What follows belongs to an exercise in optimizing a design on an open flow for small area; a production flow would make more cautious choices. The RTL was checked by simulation tests, not by an equivalence proof against the original design. No activity file was given, so power comes from the tool's default toggle rates.

== lagoon ==
==> flow/design.v (excerpt) <==
module idct_stage1_top #(
    parameter int BLOCK_COLS = 40,
    parameter int BLOCK_ROWS = 30,
    parameter int RESULT_BASE = 76800
) (
    input  logic       CLOCK,
    input  logic       Resetn,
    input  logic       start,
    input  sram_map_pkg::sram_data_t sram_read_data,
    output sram_map_pkg::sram_addr_t sram_address,
    output sram_map_pkg::sram_data_t sram_write_data,
    output logic       sram_we_n,
    output logic       busy,
    output logic       done
);
    localparam int NSEG = BLOCK_COLS * BLOCK_ROWS * sram_map_pkg::BLOCK_DIM;   
    localparam int RES_SEG = RESULT_BASE / sram_map_pkg::BLOCK_DIM;
    logic        run;        
    logic [13:0] seg;        
    logic [2:0]  j;          
    logic [2:0]  k;          
    logic [2:0]  t;          
    logic        tail;       
    logic [29:0] acc;        
    logic        cr;         
    logic [6:0]  step;
    logic [3:0]  mag;
    logic [3:0]  e;
    logic        neg, last, adv;
    logic        first, wcyc, lastout, start_go;
  ...
Size in the first run: ~56 flip-flops, roughly 56 I/O pins.
export LEC_CHECK = 0
export CAP_MARGIN = 20
export CORE_MARGIN = 2
export CORE_UTILIZATION = 40
export SLEW_MARGIN = 20
create_clock -name core_clock -period 12.0 [get_ports {CLOCK}]
run.sh (not shown) runs the stock make flow with config.mk's settings and CLKGATE_MAP_FILE= SYNTH_SCRIPT=/design/flow/synth_recipe.tcl, a recipe that flattens the netlist after the stock synthesis.
For yarrow, these inputs were changed with respect to lagoon:
- swapping 20 for 5 in CAP_MARGIN
- putting CTS_BUF_LIST at sky130_fd_sc_hd__clkbuf_8 where nothing was set
- swapping 20 for 5 in SLEW_MARGIN
==> flow/flow/run.sh (new file) <==
#!/bin/bash
# Layout flow: the standard flow (standard.sh), with two changes:
# - Yosys's technology mapping step runs ABC with flow/abc_map.script
#   (area-oriented mapping, no delay-driven buffering or upsizing) instead of
#   ORFS's abc_speed.script;
# - every input and output port still gets its own buffer, but a
#   sky130_fd_sc_hd__buf_1 (buffer_ports -buffer_cell).
# Everything else, including the synthesis script synth_recipe.tcl, the
# registers it makes, floorplan, power grid, placement, CTS and routing, is the
# standard flow's.
set -euo pipefail
cd "$(dirname "$0")/.."
W=$PWD
rm -rf "$W/scripts_mod"
cp -r "$FLOW_HOME/scripts" "$W/scripts_mod"
cp "$W/flow/abc_map.script" "$W/scripts_mod/abc_speed.script"
# standard.sh with ORFS's scripts folder pointed at the copy
sed "s|^make -C |make SCRIPTS_DIR=$W/scripts_mod BUFFER_PORTS_ARGS='-buffer_cell sky130_fd_sc_hd__buf_1' -C |" standard.sh > standard_mod.sh
grep -q "SCRIPTS_DIR=" standard_mod.sh
bash standard_mod.sh finish > "$W/flow_make.log" 2>&1
test -s "$W/out/final.def"
==> flow/flow/abc_map.script (new file) <==
strash
dc2
&get -n
&dch -f
&nf -R 1000 -p
&put
==> flow/standard.sh (new file) <==
#!/bin/bash
# synth_recipe.tcl (not shown) runs the flow's synth.tcl, then flattens the netlist and writes it again
# the make line also repeats each setting of config.mk as NAME=value (left out here)
make -C /OpenROAD-flow-scripts/flow DESIGN_CONFIG=/design/flow/config.mk WORK_HOME=/design/flow/orfs CLKGATE_MAP_FILE= SYNTH_SCRIPT=/design/flow/synth_recipe.tcl "${@:-finish}"
removed: flow/run.sh
The higher die outline area of lagoon and yarrow is in lagoon. Across both runs, critical path depth was higher for yarrow than for lagoon. Cell area was lower in yarrow than in lagoon. Total power after layout went down by a little under 10% going from lagoon to yarrow. NOTE number of nets at the end of the flow lagoon->yarrow decreased by more than 10%. Minimum clock period after layout in yarrow is 0.16 ns below lagoon. Compared with lagoon, yarrow shows a higher fraction of the mapped netlist area in adder cells. lagoon → yarrow: global-route usage fell by 1.5 points, post-synthesis register bit count stayed essentially flat.
Input changes introduced in nickel (baseline for comparison: yarrow):
==> flow/flow/run.sh <==
#!/bin/bash
# Layout flow: the standard flow (standard.sh), with one change: Yosys's
# technology mapping step runs ABC with flow/abc_map.script (area-oriented
# mapping, no delay-driven buffering or upsizing) instead of ORFS's
# abc_speed.script. Everything else, including the synthesis script
# synth_recipe.tcl, the registers it makes, floorplan, power grid, placement,
# CTS and routing, is the standard flow's.
set -euo pipefail
cd "$(dirname "$0")/.."
W=$PWD
rm -rf "$W/scripts_mod"
cp -r "$FLOW_HOME/scripts" "$W/scripts_mod"
cp "$W/flow/abc_map.script" "$W/scripts_mod/abc_speed.script"
# standard.sh with ORFS's scripts folder pointed at the copy
sed "s|^make -C |make SCRIPTS_DIR=$W/scripts_mod -C |" standard.sh > standard_mod.sh
grep -q "SCRIPTS_DIR=" standard_mod.sh
bash standard_mod.sh finish > "$W/flow_make.log" 2>&1
test -s "$W/out/final.def"
- Comparing yarrow and nickel, the higher relative contribution of the clock network to total power is on yarrow.
- Final critical-path setup slack, yarrow and nickel: smaller value in nickel
- nickel ends up with lower slew at the pin closest to its max-slew limit than yarrow does.
- Sort yarrow and nickel by part of the cycle the worst path needs desc -> top: nickel
- Diff yarrow -> nickel | sum of internal, switching and leakage power | up by a few percent
- In the final reports, the cell area of nickel is larger than that of yarrow.
Modified inputs, ember compared to nickel
- swapping 5 for 20 in CAP_MARGIN
- clearing CTS_BUF_LIST, which used to be sky130_fd_sc_hd__clkbuf_8
- swapping 5 for 20 in SLEW_MARGIN
--- outcome ---
Every run in the comparison, ember and nickel, completed the flow with a clean layout.
Sort ember and nickel by reported clock group power desc -> top: ember
Status: combined global-route utilization of all metal layers parity (ember, nickel)
As far as adder-cell area share of the yosys netlist goes, ember and nickel are indistinguishable; the numbers are identical.
For the share of total power in combinational logic, ember came in 2.4 points lower than nickel did.
Row routed wire length: ember higher / nickel lower
nickel → ember: overall power now larger, sequential share of cell area moved down, area of the mapped netlist shows no meaningful change, total length of routed met3 wires lost 90 um.

========
Another version of the RTL of idct_stage1_top (not shown whole).
For scale: ~540 cells after synthesis, about 56 I/O pins, roughly 0.0044 mm^2 of cells after synthesis.
export LEC_CHECK = 0
export CAP_MARGIN = 5
export CORE_MARGIN = 2
export CORE_UTILIZATION = 40
export CTS_BUF_LIST = sky130_fd_sc_hd__clkbuf_8
export SLEW_MARGIN = 5
create_clock -name core_clock -period 12.0 [get_ports {CLOCK}]
standard.sh (not shown) runs the stock make flow with config.mk's settings and CLKGATE_MAP_FILE= SYNTH_SCRIPT=/design/flow/synth_recipe.tcl, a recipe that flattens the netlist after the stock synthesis.
==> flow/flow/run.sh <==
#!/bin/bash
# Layout flow: the standard flow (standard.sh), with three changes:
# - Yosys's technology mapping step runs ABC with flow/abc_map.script
#   (area-oriented mapping, no delay-driven buffering or upsizing) instead of
#   ORFS's abc_speed.script;
# - every input and output port still gets its own buffer, but a
#   sky130_fd_sc_hd__buf_1 (buffer_ports -buffer_cell);
# - clock tree synthesis with larger sink clusters and no dummy loads.
# Everything else, including the synthesis script synth_recipe.tcl, the
# registers it makes, floorplan, power grid, placement, CTS and routing, is the
# standard flow's.
set -euo pipefail
cd "$(dirname "$0")/.."
W=$PWD
rm -rf "$W/scripts_mod"
cp -r "$FLOW_HOME/scripts" "$W/scripts_mod"
cp "$W/flow/abc_map.script" "$W/scripts_mod/abc_speed.script"
# standard.sh with ORFS's scripts folder pointed at the copy
CTS="-repair_clock_nets -root_buf sky130_fd_sc_hd__clkbuf_16 -buf_list sky130_fd_sc_hd__clkbuf_16 -dont_use_dummy_load"
sed "s|^make -C |make SCRIPTS_DIR=$W/scripts_mod BUFFER_PORTS_ARGS='-buffer_cell sky130_fd_sc_hd__buf_1' CTS_ARGS='$CTS' -C |" standard.sh > standard_mod.sh
grep -q "SCRIPTS_DIR=" standard_mod.sh
bash standard_mod.sh finish > "$W/flow_make.log" 2>&1
test -s "$W/out/final.def"
==> flow/flow/abc_map.script <==
strash
dc2
&get -n
&dch -f
&nf -R 1000 -p
&put
Rerun with:
--- a/flow/flow/run.sh
+++ b/flow/flow/run.sh
@@ -19 +19 @@
-CTS="-repair_clock_nets -root_buf sky130_fd_sc_hd__clkbuf_16 -buf_list sky130_fd_sc_hd__clkbuf_16 -dont_use_dummy_load"
+CTS="-sink_clustering_enable -sink_clustering_size 28 -sink_clustering_max_diameter 400 -sink_clustering_levels 1 -repair_clock_nets -buf_list sky130_fd_sc_hd__clkbuf_8 -dont_use_dummy_load"
What happened: Worst setup slack improves by 0.031 ns; die area does not change; total power shrinks by 6.6%; final area went down by 1.1%; sequential share of layout area rises by 0.26 points; global-route usage drops by 0.21 points; clock power decreases by 29%; non-clock buffer count stays the same; via count rises by 1.4%; utilization goes down by 0.52 points; routed wire length barely changes.
Rerun with:
--- a/flow/flow/run.sh
+++ b/flow/flow/run.sh
@@ -19 +19 @@
-CTS="-sink_clustering_enable -sink_clustering_size 28 -sink_clustering_max_diameter 400 -sink_clustering_levels 1 -repair_clock_nets -buf_list sky130_fd_sc_hd__clkbuf_8 -dont_use_dummy_load"
+CTS="-repair_clock_nets -buf_list sky130_fd_sc_hd__clkbuf_8 -dont_use_dummy_load"
The changed run produced a clean layout.
Flip-flop and latch count stays the same.
Core utilization is unchanged.
Maximum frequency is unchanged.
Synthesized area is unchanged.
Routed wire length stays the same.
Combinational power hardly moves.

========
The RTL this note starts from:
==> flow/design.v <==
package dct_pkg;
    typedef logic signed [15:0] coef_t;
    typedef logic signed [15:0] sample_t;
    localparam int PROD_SHIFT = 8;   
    function automatic coef_t dct_coef(input logic [2:0] k, input logic [2:0] j);
        case ({k, j})
            6'o00: dct_coef = 16'sd1448;
            6'o01: dct_coef = 16'sd2008;
            6'o02: dct_coef = 16'sd1892;
            6'o03: dct_coef = 16'sd1702;
            6'o04: dct_coef = 16'sd1448;
            6'o05: dct_coef = 16'sd1137;
            6'o06: dct_coef = 16'sd783;
            6'o07: dct_coef = 16'sd399;
            6'o10: dct_coef = 16'sd1448;
            6'o11: dct_coef = 16'sd1702;
            6'o12: dct_coef = 16'sd783;
            6'o13: dct_coef = -16'sd399;
            6'o14: dct_coef = -16'sd1448;
            6'o15: dct_coef = -16'sd2008;
            6'o16: dct_coef = -16'sd1892;
            6'o17: dct_coef = -16'sd1137;
            6'o20: dct_coef = 16'sd1448;
            6'o21: dct_coef = 16'sd1137;
            6'o22: dct_coef = -16'sd783;
            6'o23: dct_coef = -16'sd2008;
            6'o24: dct_coef = -16'sd1448;
            6'o25: dct_coef = 16'sd399;
            6'o26: dct_coef = 16'sd1892;
            6'o27: dct_coef = 16'sd1702;
            6'o30: dct_coef = 16'sd1448;
            6'o31: dct_coef = 16'sd399;
            6'o32: dct_coef = -16'sd1892;
            6'o33: dct_coef = -16'sd1137;
            6'o34: dct_coef = 16'sd1448;
            6'o35: dct_coef = 16'sd1702;
            6'o36: dct_coef = -16'sd783;
            6'o37: dct_coef = -16'sd2008;
            6'o40: dct_coef = 16'sd1448;
            6'o41: dct_coef = -16'sd399;
            6'o42: dct_coef = -16'sd1892;
            6'o43: dct_coef = 16'sd1137;
            6'o44: dct_coef = 16'sd1448;
            6'o45: dct_coef = -16'sd1702;
            6'o46: dct_coef = -16'sd783;
            6'o47: dct_coef = 16'sd2008;
            6'o50: dct_coef = 16'sd1448;
            6'o51: dct_coef = -16'sd1137;
            6'o52: dct_coef = -16'sd783;
            6'o53: dct_coef = 16'sd2008;
            6'o54: dct_coef = -16'sd1448;
            6'o55: dct_coef = -16'sd399;
            6'o56: dct_coef = 16'sd1892;
            6'o57: dct_coef = -16'sd1702;
            6'o60: dct_coef = 16'sd1448;
            6'o61: dct_coef = -16'sd1702;
            6'o62: dct_coef = 16'sd783;
            6'o63: dct_coef = 16'sd399;
            6'o64: dct_coef = -16'sd1448;
            6'o65: dct_coef = 16'sd2008;
            6'o66: dct_coef = -16'sd1892;
            6'o67: dct_coef = 16'sd1137;
            6'o70: dct_coef = 16'sd1448;
            6'o71: dct_coef = -16'sd2008;
            6'o72: dct_coef = 16'sd1892;
            6'o73: dct_coef = -16'sd1702;
            6'o74: dct_coef = 16'sd1448;
            6'o75: dct_coef = -16'sd1137;
            6'o76: dct_coef = 16'sd783;
            6'o77: dct_coef = -16'sd399;
            default: dct_coef = '0;
        endcase
    endfunction
    function automatic logic [3:0] csd_mag(input logic [2:0] k, input logic [2:0] j);
        logic [1:0] kk;
        logic [3:0] v;
        kk = k[2] ? ~k[1:0] : k[1:0];
        case ({kk, j})
            5'o00: v = 4'h3;
            5'o01: v = 4'h6;
            5'o02: v = 4'h0;
            5'o03: v = 4'h7;
            5'o04: v = 4'h3;
            5'o05: v = 4'h5;
            5'o06: v = 4'h1;
            5'o07: v = 4'h4;
            5'o10: v = 4'h3;
            5'o11: v = 4'h7;
            5'o12: v = 4'h1;
            5'o13: v = 4'hc;
            5'o14: v = 4'hb;
            5'o15: v = 4'he;
            5'o16: v = 4'h8;
            5'o17: v = 4'hd;
            5'o20: v = 4'h3;
            5'o21: v = 4'h5;
            5'o22: v = 4'h9;
            5'o23: v = 4'he;
            5'o24: v = 4'hb;
            5'o25: v = 4'h4;
            5'o26: v = 4'h0;
            5'o27: v = 4'h7;
            5'o30: v = 4'h3;
            5'o31: v = 4'h4;
            5'o32: v = 4'h8;
            5'o33: v = 4'hd;
            5'o34: v = 4'h3;
            5'o35: v = 4'h7;
            5'o36: v = 4'h9;
            5'o37: v = 4'he;
            default: v = 4'h0;
        endcase
        csd_mag = {v[3] ^ (k[2] & j[0]), v[2:0]};
    endfunction
    function automatic logic [6:0] csd_step(input logic [2:0] m, input logic [2:0] t);
        case ({m, t})
            6'o00: csd_step = 7'h15;
            6'o01: csd_step = 7'h17;
            6'o02: csd_step = 7'h4b;
            6'o03: csd_step = 7'h62;
            6'o10: csd_step = 7'h09;
            6'o11: csd_step = 7'h08;
            6'o12: csd_step = 7'h44;
            6'o13: csd_step = 7'h70;
            6'o30: csd_step = 7'h05;
            6'o31: csd_step = 7'h07;
            6'o32: csd_step = 7'h03;
            6'o33: csd_step = 7'h4a;
            6'o34: csd_step = 7'h68;
            6'o40: csd_step = 7'h17;
            6'o41: csd_step = 7'h10;
            6'o42: csd_step = 7'h49;
            6'o43: csd_step = 7'h64;
            6'o50: csd_step = 7'h07;
            6'o51: csd_step = 7'h0a;
            6'o52: csd_step = 7'h40;
            6'o53: csd_step = 7'h74;
            6'o60: csd_step = 7'h15;
            6'o61: csd_step = 7'h53;
            6'o62: csd_step = 7'h6b;
            6'o70: csd_step = 7'h05;
            6'o71: csd_step = 7'h19;
            6'o72: csd_step = 7'h07;
            6'o73: csd_step = 7'h11;
            6'o74: csd_step = 7'h43;
            6'o75: csd_step = 7'h6b;
            default: csd_step = 7'h00;
        endcase
    endfunction
endpackage
package sram_map_pkg;
    typedef logic [17:0] sram_addr_t;
    typedef logic [15:0] sram_data_t;
    localparam int BLOCK_DIM = 8;
    localparam int BLOCK_SIZE = 64;
    localparam int SRAM_READ_LATENCY = 2;    
    typedef logic [6:0] buf_addr_t;   
    function automatic sram_addr_t pixel_addr(input logic [31:0] width,
                                              input sram_addr_t prow,
                                              input sram_addr_t pcol);
        sram_addr_t addr;
        addr = pcol;
        for (int b = 0; b < 18; b++) begin
            if (width[b])
                addr = addr + (prow << b);
        end
        pixel_addr = addr;
    endfunction
endpackage
`timescale 1ns/1ps
module idct_stage1_top #(
    parameter int BLOCK_COLS = 40,
    parameter int BLOCK_ROWS = 30,
    parameter int RESULT_BASE = 76800
) (
    input  logic       CLOCK,
    input  logic       Resetn,
    input  logic       start,
    input  sram_map_pkg::sram_data_t sram_read_data,
    output sram_map_pkg::sram_addr_t sram_address,
    output sram_map_pkg::sram_data_t sram_write_data,
    output logic       sram_we_n,
    output logic       busy,
    output logic       done
);
    localparam int NSEG = BLOCK_COLS * BLOCK_ROWS * sram_map_pkg::BLOCK_DIM;   
    localparam int RES_SEG = RESULT_BASE / sram_map_pkg::BLOCK_DIM;
    logic        run;        
    logic [13:0] seg;        
    logic [2:0]  j;          
    logic [2:0]  k;          
    logic [2:0]  t;          
    logic        tail;       
    logic [29:0] acc;        
    logic        cr;         
    logic [6:0]  step;
    logic [3:0]  mag;
    logic [3:0]  e;
    logic        neg, last, adv;
    logic        clr, wcyc, lastout, start_go;
    logic [2:0]  ka;
    assign mag  = dct_pkg::csd_mag(k, j);
    assign step = dct_pkg::csd_step(mag[2:0], t);
    assign e    = step[3:0];
    assign neg  = step[4] ^ mag[3];
    assign last = step[5];
    assign adv  = step[6] & !tail;
    assign clr     = tail && t == 3'd3;    
    assign wcyc    = tail && t == 3'd1;
    assign lastout = seg == 14'(NSEG - 1) && j == 3'd7;
    assign done      = run && wcyc && lastout;
    assign busy      = run && !(wcyc && lastout);
    assign sram_we_n = !(run && wcyc);
    assign start_go  = start && !busy;
    assign ka = k + 3'(adv);
    assign sram_address = wcyc ? {15'(seg) + 15'(RES_SEG), j} : {1'b0, seg, ka};
    logic        ovf;
    assign ovf = !(&acc[29:23] || !(|acc[29:23]));
    assign sram_write_data = ovf ? {acc[29], {15{!acc[29]}}} : acc[23:8];
    logic        nt;
    logic [15:0] sx;
    logic [29:0] addend;
    logic [29:0] acc_in;
    logic [29:0] sum;
    assign nt     = neg && !tail;
    assign sx     = (sram_read_data & {16{!tail}}) ^ {16{nt}};
    assign addend = ({{14{sx[15]}}, sx} << e) | ({30{nt}} & ~({30{1'b1}} << e));
    assign acc_in = acc;
    logic [30:0] cy;
    logic [29:0] hs;
    assign cy[0]  = nt;
    assign cy[15] = cr;
    for (genvar i = 0; i < 30; i++) begin : g_add
        assign hs[i]  = acc_in[i] ^ addend[i];
        assign sum[i] = hs[i] ^ cy[i];
        if (i != 14)
            assign cy[i+1] = (acc_in[i] & addend[i]) | (cy[i] & hs[i]);
    end
    always_ff @(posedge CLOCK) begin
        acc <= {sum[29:8] & {22{!clr}}, sum[7:0] & {8{!(last || clr)}}};
        cr  <= ((acc_in[14] & addend[14]) | (cy[14] & hs[14])) && !clr;
    end
    always_ff @(posedge CLOCK or negedge Resetn) begin
        if (!Resetn) begin
            run <= 1'b0;
        end else if (start_go) begin
            run <= 1'b1;
        end else if (wcyc && lastout) begin
            run <= 1'b0;
        end
    end
    always_ff @(posedge CLOCK) begin
        if (start_go) begin
            seg  <= '0;
            j    <= '0;
            k    <= '0;
            t    <= 3'd2;
            tail <= 1'b1;
        end else if (!tail) begin
            if (last) begin
                t <= '0;
                {tail, k} <= {1'b0, k} + 4'd1;
            end else begin
                t <= t + 3'd1;
            end
        end else begin
            if (t == 3'd3) begin
                t <= '0;
                tail <= 1'b0;
            end else begin
                t <= t + 3'd1;
            end
            if (t == 3'd1) begin
                j <= j + 3'd1;
                if (j == 3'd7)
                    seg <= seg + 14'd1;
            end
        end
    end
endmodule
export LEC_CHECK = 0
export CAP_MARGIN = 5
export CORE_MARGIN = 2
export CORE_UTILIZATION = 40
export CTS_BUF_LIST = sky130_fd_sc_hd__clkbuf_8
export SLEW_MARGIN = 5
create_clock -name core_clock -period 12.0 [get_ports {CLOCK}]
==> flow/flow/run.sh <==
#!/bin/bash
# Layout flow: the standard flow (standard.sh), with three changes:
# - Yosys's technology mapping step runs ABC with flow/abc_map.script
#   (area-oriented mapping, no delay-driven buffering or upsizing) instead of
#   ORFS's abc_speed.script;
# - every input and output port still gets its own buffer, but a
#   sky130_fd_sc_hd__buf_1 (buffer_ports -buffer_cell);
# - clock tree synthesis with sky130_fd_sc_hd__clkbuf_8 buffers only, without
#   sink clustering and without dummy loads.
# Everything else, including the synthesis script synth_recipe.tcl, the
# registers it makes, floorplan, power grid, placement, timing repair and
# routing, is the standard flow's. make's output goes to flow_make.log; each
# ORFS step keeps its own log under orfs/logs/.
set -euo pipefail
cd "$(dirname "$0")/.."
W=$PWD
rm -rf "$W/scripts_mod"
cp -r "$FLOW_HOME/scripts" "$W/scripts_mod"
cp "$W/flow/abc_map.script" "$W/scripts_mod/abc_speed.script"
# standard.sh with ORFS's scripts folder pointed at the copy
CTS="-repair_clock_nets -buf_list sky130_fd_sc_hd__clkbuf_8 -dont_use_dummy_load -sink_clustering_enable -sink_clustering_size 60 -sink_clustering_max_diameter 1000 -distance_between_buffers 1000"
sed "s|^make -C |make SCRIPTS_DIR=$W/scripts_mod BUFFER_PORTS_ARGS='-buffer_cell sky130_fd_sc_hd__buf_1' CTS_ARGS='$CTS' -C |" standard.sh > standard_mod.sh
grep -q "SCRIPTS_DIR=" standard_mod.sh
bash standard_mod.sh finish > "$W/flow_make.log" 2>&1
test -s "$W/out/final.def"
Scripts as last shown in full above: flow/flow/abc_map.script
The starting point completed with no timing, DRC or antenna violations.
Then changed:
--- a/flow/flow/run.sh
+++ b/flow/flow/run.sh
@@ -19,5 +19,5 @@
 cp "$W/flow/abc_map.script" "$W/scripts_mod/abc_speed.script"
 # standard.sh with ORFS's scripts folder pointed at the copy
-CTS="-repair_clock_nets -buf_list sky130_fd_sc_hd__clkbuf_8 -dont_use_dummy_load -sink_clustering_enable -sink_clustering_size 60 -sink_clustering_max_diameter 1000 -distance_between_buffers 1000"
+CTS="-repair_clock_nets -buf_list sky130_fd_sc_hd__clkbuf_8 -dont_use_dummy_load"
 sed "s|^make -C |make SCRIPTS_DIR=$W/scripts_mod BUFFER_PORTS_ARGS='-buffer_cell sky130_fd_sc_hd__buf_1' CTS_ARGS='$CTS' -C |" standard.sh > standard_mod.sh
 grep -q "SCRIPTS_DIR=" standard_mod.sh
What happened: The new run passed the timing, design-rule and antenna checks. Setup slack stays the same. Hold slack does not change. Via count does not change. Cell area does not change. Core utilization stays the same.

==> re-timing with driven ports <==
The flow's constraints put no driver on any port. The routed layouts listed below were extracted and timed again, unchanged, in two steps. Step 1 sets driving cells, clkbuf_16 on the clock port and buf_2 on the other inputs (assumed; they add their load-dependent delay and slew). Step 2 times the ports against the registers' clock, not the clock port: input delays grow and output delays shrink by t, the midpoint of the rising clock arrivals with the driver on. Slacks: ideal / step 1 / step 2; pairs: ideal / step 1.
run | t, ns | setup WS [ns] | worst setup path after step 2 | clock arrival spread, ns | cell pins on the clock port's net
lagoon | 0.341 | 1.483 / 1.483 / 1.483 | register to register | 0.014 / 0.013 | 1
yarrow | 0.350 | 1.643 / 1.643 / 1.643 | register to register | 0.007 / 0.008 | 1
nickel | 0.348 | 1.539 / 1.539 / 1.539 | register to register | 0.009 / 0.009 | 1
ember | 0.332 | 1.496 / 1.496 / 1.496 | register to register | 0.010 / 0.010 | 1
the first run of note 2 | 0.332 | 2.024 / 2.024 / 2.024 | register to register | 0.025 / 0.024 | 1
the second run of note 2 | 0.344 | 2.056 / 2.056 / 2.056 | register to register | 0.041 / 0.040 | 1
the third run of note 2 | 0.344 | 2.056 / 2.056 / 2.056 | register to register | 0.041 / 0.040 | 1
the first run of note 3 | 0.334 | 1.283 / 1.283 / 1.283 | register to register | 0.023 / 0.023 | 1
the second run of note 3 | 0.334 | 1.283 / 1.283 / 1.283 | register to register | 0.023 / 0.023 | 1
After both steps every run listed still meets setup and hold.
